This is an optimization exercise on Yosys and OpenROAD, whose aim is small area and a short achievable clock period, not a production implementation. In this exercise RTL edits were held to simulation tests only and were not proved equivalent to the original. Power is estimated from default activity; no workload was simulated.

`flow/config.mk`:
```
export PLATFORM = sky130hd
export DESIGN_NAME = data_mem
export DESIGN_NICKNAME = data_mem
export VERILOG_FILES = /design/flow/design.v
export SDC_FILE = /design/flow/constraint.sdc
export NUM_CORES = 4
export LEC_CHECK = 0
export CAP_MARGIN = 20
export CORE_MARGIN = 2
export CORE_UTILIZATION = 55
export SETUP_SLACK_MARGIN = 1.8
export SLEW_MARGIN = 20
export SYNTH_HIERARCHICAL = 1
export SYNTH_MEMORY_MAX_BITS = 16384
```
`flow/constraint.sdc`:
```
create_clock -name core_clock -period 5.0 [get_ports {clk}]
set_input_delay 1.0000 -clock core_clock [delete_from_list [all_inputs] [get_ports {clk}]]
set_output_delay 1.0000 -clock core_clock [all_outputs]
set_load 0.01 [all_outputs]
```
`flow/run.sh`:
```
#!/bin/bash
# synth_recipe.tcl (not shown) runs the flow's synth.tcl, then flattens the netlist and writes it again
# the make line also repeats each setting of config.mk as NAME=value (left out here)
make -C /OpenROAD-flow-scripts/flow DESIGN_CONFIG=/design/flow/config.mk WORK_HOME=/design/flow/orfs CLKGATE_MAP_FILE= SYNTH_SCRIPT=/design/flow/synth_recipe.tcl finish
```
`flow/design.v`:
```
package mem_pkg;
  localparam int DATA_W      = 32;
  localparam int BYTE_W      = 8;
  localparam int BE_W        = DATA_W / BYTE_W;   
  localparam int ADDR_W      = 32;   
  localparam int WORD_OFFS   = 2;    
  localparam int MEM_WORDS   = 256;
  localparam int WORD_ADDR_W = $clog2(MEM_WORDS);
  typedef enum logic {
    OP_READ  = 1'b0,
    OP_WRITE = 1'b1
  } mem_op_e;
  typedef enum logic [1:0] {
    OWN_NONE = 2'd0,   
    OWN_P0   = 2'd1,
    OWN_P1   = 2'd2
  } owner_e;
endpackage
package bus_pkg;
  localparam int ADDR_W = 32;
  localparam int BE_W   = 4;
  localparam int DATA_W = 32;
  typedef struct packed {
    logic              op;      
    logic [ADDR_W-1:0] addr;    
    logic [BE_W-1:0]   be;      
    logic [DATA_W-1:0] wdata;
  } mem_req_t;
  typedef struct packed {
    logic [DATA_W-1:0] rdata;   
    logic                       err;     
  } mem_rsp_t;
  localparam mem_rsp_t RSP_ZERO = '0;
endpackage
`timescale 1ns/1ps
module mem_bit (
  input  logic clk,
  input  logic we_i,
  input  logic hold_i,
  input  logic d_i,
  output logic q_o
);
  logic q;
  always_ff @(posedge clk) q <= (q & hold_i) | (d_i & we_i);
  assign q_o = q;
endmodule
`timescale 1ns/1ps
module rd_aoi3 (
  input  logic q0_i,
  input  logic q1_i,
  input  logic q2_i,
  input  logic s0_i,
  input  logic s1_i,
  input  logic s2_i,
  output logic y_no
);
  assign y_no = ~((q0_i & s0_i) | (q1_i & s1_i) | (q2_i & s2_i));
endmodule
module word_ctl (
  input  logic       hi_i,       
  input  logic       lo_i,       
  input  logic [3:0] lane_i,     
  input  logic [3:0] lane_ni,    
  output logic       sel_o,      
  output logic [3:0] we_o,       
  output logic [3:0] hold_o      
);
  logic sel_n;
  g_nand2 u_seln (.a_i(hi_i), .b_i(lo_i), .y_o(sel_n));
  g_inv   u_sel  (.a_i(sel_n), .y_o(sel_o));
  for (genvar b = 0; b < 4; b++) begin : g_lane
    g_nor2 u_we   (.a_i(sel_n), .b_i(lane_ni[b]), .y_o(we_o[b]));
    g_nand2 u_hold (.a_i(sel_o), .b_i(lane_i[b]), .y_o(hold_o[b]));
  end
endmodule
module g_nand2 (
  input  logic a_i,
  input  logic b_i,
  output logic y_o
);
  assign y_o = ~(a_i & b_i);
endmodule
module g_nor2 (
  input  logic a_i,
  input  logic b_i,
  output logic y_o
);
  assign y_o = ~(a_i | b_i);
endmodule
module g_inv (
  input  logic a_i,
  output logic y_o
);
  assign y_o = ~a_i;
endmodule
module g_nand3 (
  input  logic a_i,
  input  logic b_i,
  input  logic c_i,
  output logic y_o
);
  assign y_o = ~(a_i & b_i & c_i);
endmodule
module g_nand4 (
  input  logic a_i,
  input  logic b_i,
  input  logic c_i,
  input  logic d_i,
  output logic y_o
);
  assign y_o = ~(a_i & b_i & c_i & d_i);
endmodule
`timescale 1ns/1ps
module data_mem (
  input  logic        clk,
  input  logic        reset_i,
  input  logic        p0_req_i,
  input  logic        p0_we_i,      
  input  logic [31:0] p0_addr_i,    
  input  logic [3:0]  p0_be_i,
  input  logic [31:0] p0_wdata_i,
  output logic        p0_gnt_o,
  output logic        p0_rvalid_o,
  output logic [31:0] p0_rdata_o,
  output logic        p0_err_o,
  input  logic        p1_req_i,
  input  logic        p1_we_i,
  input  logic [31:0] p1_addr_i,
  input  logic [3:0]  p1_be_i,
  input  logic [31:0] p1_wdata_i,
  output logic        p1_gnt_o,
  output logic        p1_rvalid_o,
  output logic [31:0] p1_rdata_o,
  output logic        p1_err_o
);
  localparam int WORDS = 256;
  localparam int TRIPS = WORDS / 3;   
  assign p0_gnt_o = p0_req_i;
  assign p1_gnt_o = p1_req_i & ~p0_req_i;
  logic        acc;
  logic        we;
  logic [3:0]  be;
  logic [31:0] wd;
  logic        in_range;
  assign acc      = p0_req_i | p1_req_i;
  assign we       = p0_req_i ? p0_we_i    : p1_we_i;
  assign be       = p0_req_i ? p0_be_i    : p1_be_i;
  assign wd       = p0_req_i ? p0_wdata_i : p1_wdata_i;
  logic [15:0] pre_hi0, pre_hi1, pre_lo0, pre_lo1;
  logic        inr0, inr1;
  assign inr0 = ~|p0_addr_i[31:10];
  assign inr1 = ~|p1_addr_i[31:10];
  always_comb begin
    for (int i = 0; i < 16; i++) begin
      pre_hi0[i] = inr0 & (p0_addr_i[9:6] == i[3:0]);
      pre_hi1[i] = inr1 & (p1_addr_i[9:6] == i[3:0]);
      pre_lo0[i] = (p0_addr_i[5:2] == i[3:0]);
      pre_lo1[i] = (p1_addr_i[5:2] == i[3:0]);
    end
  end
  logic [15:0] pre_hi;
  logic [15:0] pre_lo;
  assign in_range = p0_req_i ? inr0    : inr1;
  assign pre_hi   = p0_req_i ? pre_hi0 : pre_hi1;
  assign pre_lo   = p0_req_i ? pre_lo0 : pre_lo1;
  logic [3:0] lane;
  logic [3:0] lane_n;
  assign lane   = {4{acc & we}} & be;
  assign lane_n = ~lane;
  logic [WORDS-1:0]       sel;
  logic [WORDS-1:0][31:0] mem;
  for (genvar w = 0; w < WORDS; w++) begin : g_word
    logic [3:0] wen;
    logic [3:0] hold;
    word_ctl u_ctl (
      .hi_i    (pre_hi[w / 16]),
      .lo_i    (pre_lo[w % 16]),
      .lane_i  (lane),
      .lane_ni (lane_n),
      .sel_o   (sel[w]),
      .we_o    (wen),
      .hold_o  (hold)
    );
    for (genvar b = 0; b < 4; b++) begin : g_byte
      for (genvar i = 0; i < 8; i++) begin : g_bit
        mem_bit u_bit (
          .clk    (clk),
          .we_i   (wen[b]),
          .hold_i (hold[b]),
          .d_i    (wd[b*8+i]),
          .q_o    (mem[w][b*8+i])
        );
      end
    end
  end
  logic [TRIPS:0][31:0] part_n;
  for (genvar t = 0; t < TRIPS; t++) begin : g_trip
    for (genvar i = 0; i < 32; i++) begin : g_bit
      rd_aoi3 u_aoi (
        .q0_i (mem[3*t][i]),
        .q1_i (mem[3*t+1][i]),
        .q2_i (mem[3*t+2][i]),
        .s0_i (sel[3*t]),
        .s1_i (sel[3*t+1]),
        .s2_i (sel[3*t+2]),
        .y_no (part_n[t][i])
      );
    end
  end
  assign part_n[TRIPS] = ~(mem[WORDS-1] & {32{sel[WORDS-1]}});
  logic [31:0] rd_d;
  for (genvar i = 0; i < 32; i++) begin : g_or
    logic [21:0] l1;   
    logic [10:0] l2;   
    logic [3:0]  l3;   
    logic [1:0]  l4;   
    for (genvar j = 0; j < 21; j++) begin : g_l1
      g_nand4 u_n (.a_i(part_n[4*j][i]), .b_i(part_n[4*j+1][i]), .c_i(part_n[4*j+2][i]),
                   .d_i(part_n[4*j+3][i]), .y_o(l1[j]));
    end
    g_nand2 u_l1x (.a_i(part_n[84][i]), .b_i(part_n[85][i]), .y_o(l1[21]));
    for (genvar j = 0; j < 11; j++) begin : g_l2
      g_nor2 u_n (.a_i(l1[2*j]), .b_i(l1[2*j+1]), .y_o(l2[j]));
    end
    for (genvar j = 0; j < 3; j++) begin : g_l3
      g_nand3 u_n (.a_i(l2[3*j]), .b_i(l2[3*j+1]), .c_i(l2[3*j+2]), .y_o(l3[j]));
    end
    g_nand2 u_l3x (.a_i(l2[9]), .b_i(l2[10]), .y_o(l3[3]));
    for (genvar j = 0; j < 2; j++) begin : g_l4
      g_nor2 u_n (.a_i(l3[2*j]), .b_i(l3[2*j+1]), .y_o(l4[j]));
    end
    g_nand2 u_l5 (.a_i(l4[0]), .b_i(l4[1]), .y_o(rd_d[i]));
  end
  logic        v0_q, v1_q, err_q;
  logic [31:0] rd_q;
  always_ff @(posedge clk) begin
    if (reset_i) begin
      v0_q  <= 1'b0;
      v1_q  <= 1'b0;
      err_q <= 1'b0;
    end else begin
      v0_q  <= p0_req_i;
      v1_q  <= p1_req_i & ~p0_req_i;
      err_q <= acc & ~in_range;
    end
  end
  always_ff @(posedge clk) rd_q <= rd_d;
  assign p0_rvalid_o = v0_q;
  assign p1_rvalid_o = v1_q;
  assign p0_rdata_o  = rd_q;
  assign p1_rdata_o  = rd_q;
  assign p0_err_o    = err_q;
  assign p1_err_o    = err_q;
endmodule
```
==> run_results.csv <==
group,metric,value,unit
cts,ctsHoldBuffers,0,
cts,clk_pin_slew,0.06,ns
critical_path,worst_path_most_repeated_cell,"buf_6",
yosys,synth_edf_count,0,
place,dp_cells,33000,
cts,cts_tree,"yes",
floorplan,die_h,719,um
floorplan,core-area,0.509,mm^2
timing,fin_crit_sh,73.5,%
cts,cts_buffers,799,
finish,instances_no_fill,34700,
pwr,intPower,103,mW
cts,insertion_delay,1.16,ns
global_route,grt_antenna_before_repair,39,
floorplan,die_area,0.517,mm^2
pwr,clkPwrFrac,47.4,%
global_route,grt.total_usage,39.8,%
yosys,synthesis.nets,23400,
run,maxCapViolations,0,
finish,synthToLayoutAreaGrowth,25.7,%
cts,clockRootBuffer,"clkbuf_16",
global_route,grt_overflow,0,
cts,clock_path_buffers,4,
worst_hold_path,holdCritPathClass,"in -> reg",
floorplan,start_util,55.2,%
detailed_routing,wl,1090000,um
critical_path,crit_required,6.01,ns
floorplan,placementRows,262,
critical_path,critPathLaunchType,"input port",
status,status,"finished clean",
place,gp_congestion,0.938,
timing,slew_viol_final,0,
global_route,grt_pass1_wl,1580000,um
detailed_routing,post-route-drc-count,0,
yosys,synth_top_area_share,58.5,%
timing,hold_viol,0,
yosys,synthFlopType,"dfxtp_1",
critical_path,crit_family,"buffers and inverters",
yosys,synth-async-reset-ratio,0,%
critical_path,cp_max_fo,7,
global_route,grt_max_degree,88,
timing,setup-violations-final,0,
yosys,synthCells,23200,
finish,nets,27400,
yosys,yosys_warnings,8,
yosys,ys_seq_area_share,58.5,%
yosys,synthTopCellsByArea,"dfxtp_1 59%, a22o_1 25%, a222oi_1 9.7%",
timing,fmax,0.272,GHz
floorplan,die_w,719,um
critical_path,end_kind,"register",
place,pre_cts_slack,-0.839,ns
pwr,power_frac_seq,49.5,%
finish,drive_gt1_share,17.9,%
critical_path,crit_buf_inv,13,
timing,relSlewSlack,27.8,%
pwr,switchingPower,29.7,mW
yosys,ys_ff_latch,8227,
yosys,yosys.cell_types.count,31,
detailed_routing,wl_per_cell,31.5,um
global_route,grt_pass1_vias,234000,
yosys,postSynthAreaPerCell,12.1,um^2
timing,max_slew.worst_pin.slew,1.08,ns
critical_path,cp.arrival,4.69,ns
detailed_routing,dr.first_iter.drc_count,42300,
pwr,powerDensity,374,mW/mm^2
critical_path,path_class,"in -> reg",
yosys,syn_area,0.281,mm^2
detailed_routing,via_per_inst,7.21,
detailed_routing,antenna_left,0,
pwr,vdd_ir_drop_max,0.375,mV
pwr,p_leak,139,nW
finish,n_fill_cell,38000,
detailed_routing,firstDrtPassIters,15,
critical_path,cpMaxStageDelayCell,"a222oi_1",
critical_path,path_cells,"buf_8, nor4b_4, nand4_1, buf_12, buf_6, buf_6, nor2_4, buf_6, buf_6, a32o_2, buf_12, buf_6, nand2_4, inv_8, buf_12, buf_4, a222oi_1, nand4_1, nor2_1, buf_4, nand3_4, buf_6, nor2_4, nand2_2",
timing,period_needed,3.67,ns
place,portBuffers,207,
place,dp_hpwl,739000,um
detailed_routing,num_vias,250000,
cts,htree_levels,6,
yosys,yosys.area.top_type,"dfxtp_1",
timing,skew,0.0453,ns
cts,cts_sinks,8227,
finish,postLayoutCoreUtil,69.4,%
pwr,power_switching_share,22.5,%
timing,whs,0.377,ns
critical_path,max_stage_delay,0.47,ns
pwr,comb_power_share,3.0,%
timing,setup_ws,1.33,ns
timing,rsz0062_at_grt,"yes",
floorplan,pin_count,212,
[tightest hold or removal path: cells and delay by family]
family                 cells  cell delay, ns
AND/OR/NAND/NOR            2            0.17
buffers and inverters      1            0.30
[metal layers]
metal | wire, um | track usage (%) | vias up
li1 | - | - | 108000
met5 | 193 | 0 | -
met2 | 457000 | 57.9 | 15500
met3 | 127000 | 9.12 | 2426
met4 | 69900 | 22.3 | 22
met1 | 437000 | 54.7 | 124000
[power groups by stage]
stage               Clock, mW  Sequential [mW]  Combinational [mW]
finish                   62.7             65.5                4.01
global placement            0             67.0                3.78
detailed placement          0             67.0                3.80
global route             65.7             65.5                3.95
CTS                      63.0             65.5                3.82
floorplan                   0             67.0                1.25
[per-stage QoR]
stage	power (mW)	TNS [ns]	area (um^2)
3_3_place_gp	70.8	-13.20	320000
5_1_grt	135	0	354000
6_report	132	0	354000
2_1_floorplan	68.3	-	281000
3_5_place_dp	70.8	-12.91	320000
4_1_cts	132	0	352000
[worst paths after layout]
| check | start | endpoint | slack [ns] | depth (start not counted) |
|---|---|---|---|---|
| worst max-delay path | p0_req_i | rd_q[1] | 1.33 | 24 |
| worst max register to register | g_word[108].g_byte[0].g_bit[7].u_bit.q | rd_q[7] | 2.52 | 6 |
| worst min-delay path | p1_req_i | err_q | 0.38 | 3 |
| worst min register to register | g_word[10].g_byte[3].g_bit[0].u_bit.q | g_word[10].g_byte[3].g_bit[0].u_bit.q | 0.48 | 1 |
[cell families after synthesis]
group,count (synthesis),share of synthesized area [%]
AOI/OAI and AO/OA,10900,35.3
buffers and inverters,310,0.463
DFF,8227,58.5
muxes,32,0.128
and+or+nand+nor,3709,5.63
[state kept, by name, summed over array words and instances (netlist names)]
name	flops
rd_q	32
err_q	1
v1_q	1
v0_q	1
g_word.g_byte.g_bit.u_bit.q	8192
[cells in the mapped netlist, types with 2 or more instances]
library cell,number
and2_1,2
nand2b_1,4
a222oi_1,2720
nor2b_1,7
a22o_1,8193
nand4_1,674
buf_4,35
o32ai_1,9
inv_1,264
nor2_1,1467
nand2_1,1425
a31oi_1,2
nor4_1,10
nand3_1,104
mux2_2,32
nor3_1,11
a32oi_1,2
a32o_1,6
o32a_1,2
dfxtp_1,8227
clkbuf_1,9
o21a_1,4
[modules after synthesis, one instance, submodules excluded, a selection]
module | cell area [um^2] | cells | flops+latches | times used
g_inv | 3.75 | 1 | 0 | 256
g_nor2 | 3.75 | 1 | 0 | 1440
data_mem | 2220 | 274 | 35 | 1
mem_bit | 28.8 | 2 | 1 | 8192
g_nand3 | 5.00 | 1 | 0 | 96
g_nand4 | 6.26 | 1 | 0 | 672
rd_aoi3 | 10.0 | 1 | 0 | 2720
g_nand2 | 3.75 | 1 | 0 | 1376
[area by class of cell]
type	count	area [um^2]	area share [%]
diodes	27	67.6	0.0191
flip-flops and latches	8227	165000	46.6
repair buffers	3244	33200	9.38
multi-input cells	14700	119000	33.5
inverters	264	1130	0.319
clock inverters	315	3880	1.10
clock buffers	1166	23500	6.66
well taps	6732	8420	2.38
[cell usage in the layout (no fill, tap or decap), types with 10 or more instances in the layout]
cell type and n:
inv_4 17, nor2_4 124, buf_6 200, nand2_2 88
buf_8 33, nor3_1 10, buf_16 17, mux2_8 32
dfxtp_4 21, dfxtp_2 11, buf_2 10, a222oi_1 2720
clkinv_8 18, clkinvlp_4 24, clkbuf_8 193, inv_2 78
bufinv_16 72, dfxtp_1 8195, diode_2 27, inv_8 10
nand3_4 38, inv_6 24, nand2_1 1291, a22o_1 8192
nand4_1 674, nand2_4 37, clkdlybuf4s50_1 116, inv_1 155
clkbuf_1 163, nand3_2 32, buf_4 2232, buf_12 548
dlygate4sd2_1 70, nor2_2 79, nand3_1 34, clkbuf_16 816
nor2_1 1264, clkinv_2 165
[repair_timing]
item,4_1_cts,5_1_grt
gates resized for setup,985,315
endpoints found under the hold margin,0,0
gates cloned,24,6
pin swaps,361,307
setup endpoints to repair,4251,390
setup buffers,118,46

what the ideal ports hide:
In the flow no input, the clock included, has a driving cell. The finished layout below was timed again as built, in two steps. Step 1, drivers: a clkbuf_16 drives clk and a buf_2 each remaining input, both assumed. Step 2 times the ports against the registers' clock, not the clock port: input delays grow and output delays shrink by t, the midpoint of the rising clock arrivals with the driver on. Slacks: ideal / step 1 / step 2; pairs: ideal / step 1.
t, ns: 1.265
slack for setup (ns): 1.326 / 1.379 / 0.114
clock arrival spread, ns: 0.051 / 0.050
worst slew at a driven data input, ns: 0.16
After both steps setup and hold are still met in this run. For this run, drivers alone change the setup slack by +0.053 ns; drivers and shift together by -1.212 ns.
